Source: an optimization exercise on an open RTL-to-GDS flow (aim: small area, a short achievable clock period and few clock cycles). Production flows keep margins and buffers that such runs may drop.
No functional check of the RTL was part of this run.
Power and IR drop assume default switching activity.

`flow/run.sh`:
```
#!/bin/bash
# synth_recipe.tcl (not shown) runs the flow's synth.tcl, then flattens the netlist and writes it again
# the make line also repeats each setting of config.mk as NAME=value (left out here)
make -C /OpenROAD-flow-scripts/flow DESIGN_CONFIG=/design/flow/config.mk WORK_HOME=/design/flow/orfs CLKGATE_MAP_FILE= SYNTH_SCRIPT=/design/flow/synth_recipe.tcl finish
```
`flow/config.mk`:
```
export PLATFORM = sky130hd
export DESIGN_NAME = periodic_repeat_timer_scheduler
export DESIGN_NICKNAME = periodic_repeat_timer_scheduler
export VERILOG_FILES = /design/flow/design.v
export SDC_FILE = /design/flow/constraint.sdc
export NUM_CORES = 4
export LEC_CHECK = 0
export CAP_MARGIN = 20
export CORE_MARGIN = 2
export CORE_UTILIZATION = 40
export SETUP_SLACK_MARGIN = 4.7
export SLEW_MARGIN = 20
```
`flow/constraint.sdc`:
```
create_clock -name core_clock -period 7.5 [get_ports {i_clk}]
set_input_delay 1.5000 -clock core_clock [delete_from_list [all_inputs] [get_ports {i_clk}]]
set_output_delay 1.5000 -clock core_clock [all_outputs]
set_load 0.01 [all_outputs]
```
`flow/design.v`:
```
package prts_pkg;
    localparam int ID_W        = 16;
    localparam int REP_W       = 16;
    localparam int IN_PERIOD_W = 24;
    localparam int MAX_RESULTS = 16;
    localparam int FIRE_CNT_W  = $clog2(MAX_RESULTS + 1);
    localparam int CMD_W       = 2 + REP_W + ID_W;
    localparam logic [1:0] MODE_ADD_PER = 2'd0;
    localparam logic [1:0] MODE_ADD_REP = 2'd1;
    localparam logic [1:0] MODE_CANCEL  = 2'd2;
    localparam logic [1:0] MODE_TICK    = 2'd3;
    localparam logic [2:0] KIND_ADDED     = 3'd0;
    localparam logic [2:0] KIND_FULL      = 3'd1;
    localparam logic [2:0] KIND_CANCELLED = 3'd2;
    localparam logic [2:0] KIND_UNKNOWN   = 3'd3;
    localparam logic [2:0] KIND_FIRED     = 3'd4;
    typedef struct packed {
        logic [1:0]       mode;
        logic [REP_W-1:0] reps;
        logic [ID_W-1:0]  cancel_id;
    } t_cmd;
    typedef struct packed {
        logic [2:0]      kind;
        logic [ID_W-1:0] id;
        logic            last;
    } t_res;
endpackage
module prts_front #(
    parameter int PERIOD_BITS = 24
) (
    input  logic                              i_clk,
    input  logic                              i_rst_n,
    input  logic                              start,
    input  logic [1:0]                        i_mode,
    input  logic [prts_pkg::IN_PERIOD_W-1:0]  i_period_ms,
    input  logic [prts_pkg::REP_W-1:0]        i_repeat_count,
    input  logic [prts_pkg::ID_W-1:0]         i_cancel_id,
    input  logic                              i_multi_n,      
    output logic                              o_busy,
    output logic                              o_h_tick,
    output logic                              o_h_add,
    output logic                              o_h_cancel,
    output logic                              o_h_per_mode,
    output logic                              o_h_every,
    output logic [PERIOD_BITS-1:0]            o_h_arg,
    output logic [prts_pkg::REP_W-1:0]        o_h_reps
);
    logic [PERIOD_BITS-1:0] arg_c;
    logic                   valid_n;
    logic                   per_small;
    always_comb begin
        per_small = (i_period_ms[PERIOD_BITS-1:1] == '0);
        if (i_mode == prts_pkg::MODE_CANCEL) begin
            arg_c = PERIOD_BITS'(i_cancel_id);
        end else if (per_small) begin
            arg_c = '0;
        end else begin
            arg_c = i_period_ms[PERIOD_BITS-1:0] - 1'b1;
        end
    end
    assign valid_n = o_busy || start;
    always_ff @(posedge i_clk) begin
        if (!i_rst_n) begin
            o_h_tick   <= 1'b0;
            o_h_add    <= 1'b0;
            o_h_cancel <= 1'b0;
            o_busy     <= 1'b0;
        end else begin
            if (!o_busy) begin
                o_h_tick   <= start && (i_mode == prts_pkg::MODE_TICK);
                o_h_add    <= start && (i_mode == prts_pkg::MODE_ADD_PER || i_mode == prts_pkg::MODE_ADD_REP);
                o_h_cancel <= start && (i_mode == prts_pkg::MODE_CANCEL);
            end
            o_busy <= valid_n && i_multi_n;
        end
    end
    always_ff @(posedge i_clk) begin
        if (!o_busy) begin
            o_h_per_mode <= (i_mode == prts_pkg::MODE_ADD_PER);
            o_h_every    <= per_small;
            o_h_arg      <= arg_c;
            o_h_reps     <= i_repeat_count;
        end
    end
endmodule
module prts_back #(
    parameter int NUM_SLOTS   = 16,
    parameter int PERIOD_BITS = 24
) (
    input  logic                       i_clk,
    input  logic                       i_rst_n,
    input  logic                       i_h_tick,
    input  logic                       i_h_add,
    input  logic                       i_h_cancel,
    input  logic                       i_h_per_mode,
    input  logic                       i_h_every,
    input  logic [PERIOD_BITS-1:0]     i_h_arg,
    input  logic [prts_pkg::REP_W-1:0] i_h_reps,
    output logic                       o_multi_n,
    output logic                       o_valid,
    output logic [2:0]                 o_kind,
    output logic [prts_pkg::ID_W-1:0]  o_id,
    output logic                       o_last
);
    localparam int NS = NUM_SLOTS;
    localparam int PB = PERIOD_BITS;
    localparam int IW = prts_pkg::ID_W;
    localparam int RW = prts_pkg::REP_W;
    logic [NS-1:0]    r_active;
    logic [NS-1:0]    r_periodic;
    logic [NS-1:0]    r_new;         
    logic [NS-1:0]    r_every;       
    logic [IW-1:0]    r_ident  [NS];
    logic [PB-1:0]    r_pm1    [NS];  
    logic [PB-1:0]    r_due    [NS];
    logic [RW-1:0]    r_reps   [NS];
    logic [PB-1:0]    r_t;
    logic [IW-1:0]    r_next_id;
    logic [NS-1:0]    r_fire;        
    logic [NS-1:0]    r_sel;         
    logic             r_multi;       
    logic             r_res_valid;
    logic [2:0]       r_res_kind;
    logic [IW-1:0]    r_res_id;
    logic             do_tick;
    logic             do_add;
    logic             do_cancel;
    assign do_tick   = i_h_tick && !r_multi;
    assign do_add    = i_h_add && !r_multi;
    assign do_cancel = i_h_cancel && !r_multi;
    logic [IW-1:0]    e_id;
    logic [PB-1:0]    e_pm1;
    logic [RW-1:0]    e_reps;
    logic [PB-1:0]    e_due;
    logic [RW-1:0]    e_reps_dec;
    logic             e_rep_one;
    always_comb begin
        e_id   = '0;
        e_pm1  = '0;
        e_reps = '0;
        for (int s = 0; s < NS; s++) begin
            e_id   = e_id   | ({IW{r_sel[s]}} & r_ident[s]);
            e_pm1  = e_pm1  | ({PB{r_sel[s]}} & r_pm1[s]);
            e_reps = e_reps | ({RW{r_sel[s]}} & r_reps[s]);
        end
        e_due      = r_t + e_pm1;
        e_reps_dec = e_reps - 1'b1;
        e_rep_one  = (e_reps == RW'(1));
    end
    logic [NS-1:0]    fire;
    logic [NS-1:0]    rep_zero;
    logic [NS-1:0]    match;
    logic [NS-1:0]    add_sel;
    logic [NS-1:0]    can_sel;
    logic [NS-1:0]    free_v;
    always_comb begin
        for (int s = 0; s < NS; s++) begin
            fire[s]     = r_active[s] && (r_new[s] || (r_sel[s] ? r_every[s] : (r_due[s] == r_t)));
            rep_zero[s] = r_sel[s] ? e_rep_one : (r_reps[s] == '0);
            match[s]    = r_active[s] && (r_ident[s] == i_h_arg[IW-1:0]);
        end
        free_v  = ~r_active;
        add_sel = free_v & (~free_v + 1'b1);
        can_sel = match & (~match + 1'b1);
    end
    for (genvar s = 0; s < NS; s++) begin : g_slot
        always_ff @(posedge i_clk) begin
            if (!i_rst_n) begin
                r_active[s] <= 1'b0;
            end else if (do_add && add_sel[s]) begin
                r_active[s] <= 1'b1;
            end else if (do_cancel && can_sel[s]) begin
                r_active[s] <= 1'b0;
            end else if (do_tick && fire[s] && !r_periodic[s] && rep_zero[s]) begin
                r_active[s] <= 1'b0;
            end
        end
        always_ff @(posedge i_clk) begin
            if (do_add && add_sel[s]) begin
                r_periodic[s] <= i_h_per_mode;
                r_every[s]    <= i_h_every;
                r_ident[s]    <= r_next_id;
                r_pm1[s]      <= i_h_arg;
            end
            if (do_add && add_sel[s]) begin
                r_new[s] <= 1'b1;
            end else if (do_tick) begin
                r_new[s] <= 1'b0;
            end
            if (r_sel[s]) begin
                r_due[s] <= e_due;
            end
            if (do_add && add_sel[s]) begin
                r_reps[s] <= i_h_reps;
            end else if (r_sel[s]) begin
                r_reps[s] <= e_reps_dec;
            end
        end
    end
    logic [NS-1:0]    f_rest;
    logic [NS-1:0]    fire_n;
    logic             multi_n;
    always_comb begin
        f_rest  = r_fire & ~r_sel;
        fire_n  = do_tick ? fire : f_rest;
        multi_n = ((fire_n & (fire_n - 1'b1)) != '0);
    end
    assign o_multi_n = multi_n;
    always_ff @(posedge i_clk) begin
        if (!i_rst_n) begin
            r_fire      <= '0;
            r_sel       <= '0;
            r_multi     <= 1'b0;
            r_next_id   <= '0;
            r_t         <= '0;
            r_res_valid <= 1'b0;
            o_valid     <= 1'b0;
        end else begin
            r_fire      <= fire_n;
            r_sel       <= fire_n & (~fire_n + 1'b1);
            r_multi     <= multi_n;
            if (do_add && free_v != '0) begin
                r_next_id <= r_next_id + 1'b1;
            end
            if (do_tick) begin
                r_t <= r_t + 1'b1;
            end
            r_res_valid <= do_add || do_cancel;
            o_valid     <= (r_fire != '0) || r_res_valid;
        end
    end
    always_ff @(posedge i_clk) begin
        if (do_add) begin
            if (free_v != '0) begin
                r_res_kind <= prts_pkg::KIND_ADDED;
                r_res_id   <= r_next_id;
            end else begin
                r_res_kind <= prts_pkg::KIND_FULL;
                r_res_id   <= '0;
            end
        end else begin
            r_res_kind <= (match != '0) ? prts_pkg::KIND_CANCELLED : prts_pkg::KIND_UNKNOWN;
            r_res_id   <= i_h_arg[IW-1:0];
        end
        if (r_fire != '0) begin
            o_kind <= prts_pkg::KIND_FIRED;
            o_id   <= e_id;
            o_last <= (f_rest == '0);
        end else begin
            o_kind <= r_res_kind;
            o_id   <= r_res_id;
            o_last <= 1'b1;
        end
    end
endmodule
module periodic_repeat_timer_scheduler #(
    parameter int NUM_SLOTS   = 16,
    parameter int PERIOD_BITS = 24
) (
    input  logic                              i_clk,
    input  logic                              i_rst_n,
    input  logic                              start,
    output logic                              busy,
    input  logic [1:0]                        i_mode,
    input  logic [prts_pkg::IN_PERIOD_W-1:0]  i_period_ms,
    input  logic [prts_pkg::REP_W-1:0]        i_repeat_count,
    input  logic [prts_pkg::ID_W-1:0]         i_cancel_id,
    output logic                              o_valid,
    output logic [2:0]                        o_kind,
    output logic [prts_pkg::ID_W-1:0]         o_result_id,
    output logic                              o_last
);
    logic                   h_tick;
    logic                   h_add;
    logic                   h_cancel;
    logic                   h_per_mode;
    logic                   h_every;
    logic [PERIOD_BITS-1:0] h_arg;
    logic [prts_pkg::REP_W-1:0] h_reps;
    logic                   multi_n;
    prts_front #(
        .PERIOD_BITS (PERIOD_BITS)
    ) u_front (
        .i_clk          (i_clk),
        .i_rst_n        (i_rst_n),
        .start          (start),
        .i_mode         (i_mode),
        .i_period_ms    (i_period_ms),
        .i_repeat_count (i_repeat_count),
        .i_cancel_id    (i_cancel_id),
        .i_multi_n      (multi_n),
        .o_busy         (busy),
        .o_h_tick       (h_tick),
        .o_h_add        (h_add),
        .o_h_cancel     (h_cancel),
        .o_h_per_mode   (h_per_mode),
        .o_h_every      (h_every),
        .o_h_arg        (h_arg),
        .o_h_reps       (h_reps)
    );
    prts_back #(
        .NUM_SLOTS   (NUM_SLOTS),
        .PERIOD_BITS (PERIOD_BITS)
    ) u_back (
        .i_clk       (i_clk),
        .i_rst_n     (i_rst_n),
        .i_h_tick    (h_tick),
        .i_h_add     (h_add),
        .i_h_cancel  (h_cancel),
        .i_h_per_mode(h_per_mode),
        .i_h_every   (h_every),
        .i_h_arg     (h_arg),
        .i_h_reps    (h_reps),
        .o_multi_n   (multi_n),
        .o_valid     (o_valid),
        .o_kind      (o_kind),
        .o_id        (o_result_id),
        .o_last      (o_last)
    );
endmodule
```
==> results.ini <==
[setup_path]
path_delay_family=compound AO/OA/AOI/OAI gates
path_max_fanout=47
cpPeakStageDelay_ns=0.43
path_class=reg -> reg
crit_chain=buf_12, a22o_1, a221oi_1, nand4_1, ha_2, a21o_1, a21o_1, a21oi_2, o21ai_2, a311o_2, o31ai_4, xnor2_4, clkbuf_16
startpoint=u_back.r_sel[4]
crit_top_cell=a21o_1
timing.rr.start=u_back.r_sel[4]
startpoint_type=flop
critPathBufInv=2
crit_required_ns=8.06
critPathArrivalTime_ns=4.49
cp_slowest_cell=dfxtp_4
crit_path_end_kind=flop

[sta]
fin_crit_sh_pct=52.5
worst_pin_slew_ns=1.25
grt_setup_unrepaired=true
setup_tns_ns=0
holdWs_ns=0.421
hold_viol=0
setup_viol_count_final=0
fin_ws_ns=3.57
fin_crit_ns=3.93
fmax_ghz=0.254
fin_skew_ns=0.0454
relSlewSlack_pct=15.7
drv_slew=0

[synth]
synth-compound-area-share_pct=9.81
syn_nets=4701
synth-async-reset-ratio_pct=0
syn_area_per_cell_um2=14.1
yosysSeqAreaShare_pct=67.3
synth_edf_count=1354
synthCells=4611
synthXorXnorAreaFrac_pct=9.75
synth_cell_type_count=78
synthFlopType=edfxtp_1
synthMuxAreaShare_pct=1.40
syn_area_um2=64900
ys_ff_latch=1502
yosysWarnings=6
yosys.area_share.simple_pct=8.67
synth_top_family_by_area=compound AO/OA/AOI/OAI gates
synth_fa_ha_area_share_pct=0.586

[run]
max_cap_violations=0

[power_and_ir_drop]
p_total_mw=17.9
power_density_nw_per_um2=219
ir_worst_vdd_mv=0.248
p_leak_nw=27.2

[routing]
vias=46537
drcViolationCount=0
wire_per_inst_um=34.2
via_per_inst=6.33
totalWireLength_um=252000
antenna_left=0
first_pass_iters=9
first_iter_violations=8144

[cts]
cts_tree=done
clock-sinks=1502
cts_made_buffers=160
clk_latency_ns=0.84
cts_hold_buffers=0
path_clk_slew_ns=0.06
root_buffer=clkbuf_16
cts_htree_levels=4
cts_max_path_buffers=3

[layout]
final_nets=5146
area_delta_synth_final_pct=25.8
drive_gt1_share_pct=24.7
fin_util_pct=50.8
fin_area_um2=81600
final_common_cell=edfxtp_1
layout_common_cells=edfxtp_1, xor2_1, xnor2_1
instances_no_fill=7357

[global_routing]
first_global_vias=43696
grt_usage_pct=29.3
antenna_found_initial=14
grt_start_max_net_pins=57
grt_pass1_wl_um=339000
grt-ovfl-total=0

[worst_hold_path]
hold_path_class=reg -> reg
min_from=u_back.r_res_kind[1]

[floorplanning]
core_um2=161000
start_util_pct=40.3
die_x_um=407
dieArea_um2=165000
pin_count=83
rows=147
die_y_um=407

[placement]
hpwl_um=135000
dp_slack_ns=2.56
dp.cells=6664
dpl_cell_area_um2=68600
port_buffers=82
gp_congestion=0.999

[run_status]
status=complete, no violations

[repair_timing]
| item | CTS | global route |
|---|---|---|
| pin swaps | 111 | 102 |
| gates resized for setup | 590 | 270 |
| cloned | 28 | 17 |
| endpoints found under the setup margin | 1201 | 806 |
| buffers inserted | 238 | 106 |
[worst register-to-register path: cells and delay by family, from the launching register on]
| kind | cells | cell delay [ns] |
|---|---|---|
| DFF | 1 | 0.43 |
| adders and majority gates | 1 | 0.35 |
| and+or+nand+nor | 1 | 0.38 |
| AOI/OAI and AO/OA | 8 | 1.92 |
| xor gates and xnor gates | 1 | 0.14 |
| buffers and inverters | 2 | 0.43 |
[cells in the mapped netlist (all sizes together) (20+ instances only)]
master  count  area (um2)
nand2b     20         125
nand4     145         935
nor2b      31         194
a21oi      49         249
nand3      90         460
ha         28         350
xor2      397        3480
nor4      170        1080
a22o      176        1540
and3       24         151
xnor2     325        2850
a221oi    168        1520
inv        31         116
clkbuf    168         631
edfxtp   1354       40700
o21ai     235        1180
nor3       64         330
mux2       80         901
and2       42         263
nand2     286        1070
buf       146         891
dfxtp     148        2960
nor2      110         438
a22oi     127         953
[kinds of logic (layout without fill, tap and decap cells)]
kind of cell / Yosys count / in the layout
buf+inv: 345 / 921
fa+ha+maj: 30 / 30
xor+xnor: 722 / 724
flops: 1502 / 1502
simple gates: 1057 / 1060
compound gates: 874 / 874
other cells: 0 / 5
mux: 81 / 81
[per-layer routing]
metal | routed length [um] | GRT usage (%) | vias to the layer above | share of wire, %
met5 | 35 | 0 | - | 0.014
met4 | 15100 | 13.6 | 4 | 6.0
met3 | 33300 | 7.34 | 817 | 13
met2 | 110000 | 44.5 | 3854 | 44
met1 | 93100 | 39.4 | 23195 | 37
li1 | - | - | 18667 | -
[power breakdown]
| group | internal (mW) | leakage, nW | switching, mW |
|---|---|---|---|
| clock network | 4.69 | 2.64 | 3.47 |
| registers | 9.10 | 13.4 | 0.0669 |
| logic | 0.197 | 11.1 | 0.335 |
[final cells by class]
class / instances / area [um2]
Tap cell: 2160 / 2700
Clock inverter: 77 / 912
Sequential cell: 1502 / 43700
Multi-Input combinational cell: 2769 / 22300
Fill cell: 13216 / 79200
Inverter: 31 / 123
Clock buffer: 221 / 4500
Timing Repair Buffer: 592 / 7270
Antenna cell: 5 / 12.5
[state kept, by name, summed over array words and instances, names as in the netlist, 24 cells and up]
register / flops
u_front.o_h_arg: 24
u_back.r_ident: 256
u_back.r_t: 24
u_back.r_pm1: 384
u_back.r_due: 384
u_back.r_reps: 256
[final timing paths]
check                                      endpoint  slack [ns]  depth (start not counted)
worst max-delay path            u_back.r_due[9][23]        3.57                         13
worst min register to register     u_back.o_kind[1]        0.42                          2
worst max register to register  u_back.r_due[9][23]        3.57                         13
worst min-delay path               u_back.o_kind[1]        0.42                          2

==> port drivers added, routing unchanged <==
No port has a modelled driver above. Below, the same layout with a new extraction and two added sets of constraints.
Step 1 (the two cells are an assumption about what drives the block):
set clk [get_ports {i_clk}]
set_driving_cell -lib_cell sky130_fd_sc_hd__clkbuf_16 $clk
set_driving_cell -lib_cell sky130_fd_sc_hd__buf_2 [delete_from_list [all_inputs] $clk]
Step 2 times the ports against the registers' clock, not the clock port: input delays grow and output delays shrink by t, the midpoint of the rising clock arrivals with the driver on.
Three values: no drivers, after step 1, after step 2; two values: the first two.
t, ns: 0.907
setup WS [ns]: 3.565 / 3.565 / 3.565
worst setup path at the end: register to register
slew at the worst register clock pin (ns): 0.08 / 0.08
After both steps this run still meets setup and hold. For this run, drivers alone change the setup slack by 0.000 ns; drivers and shift together by 0.000 ns.
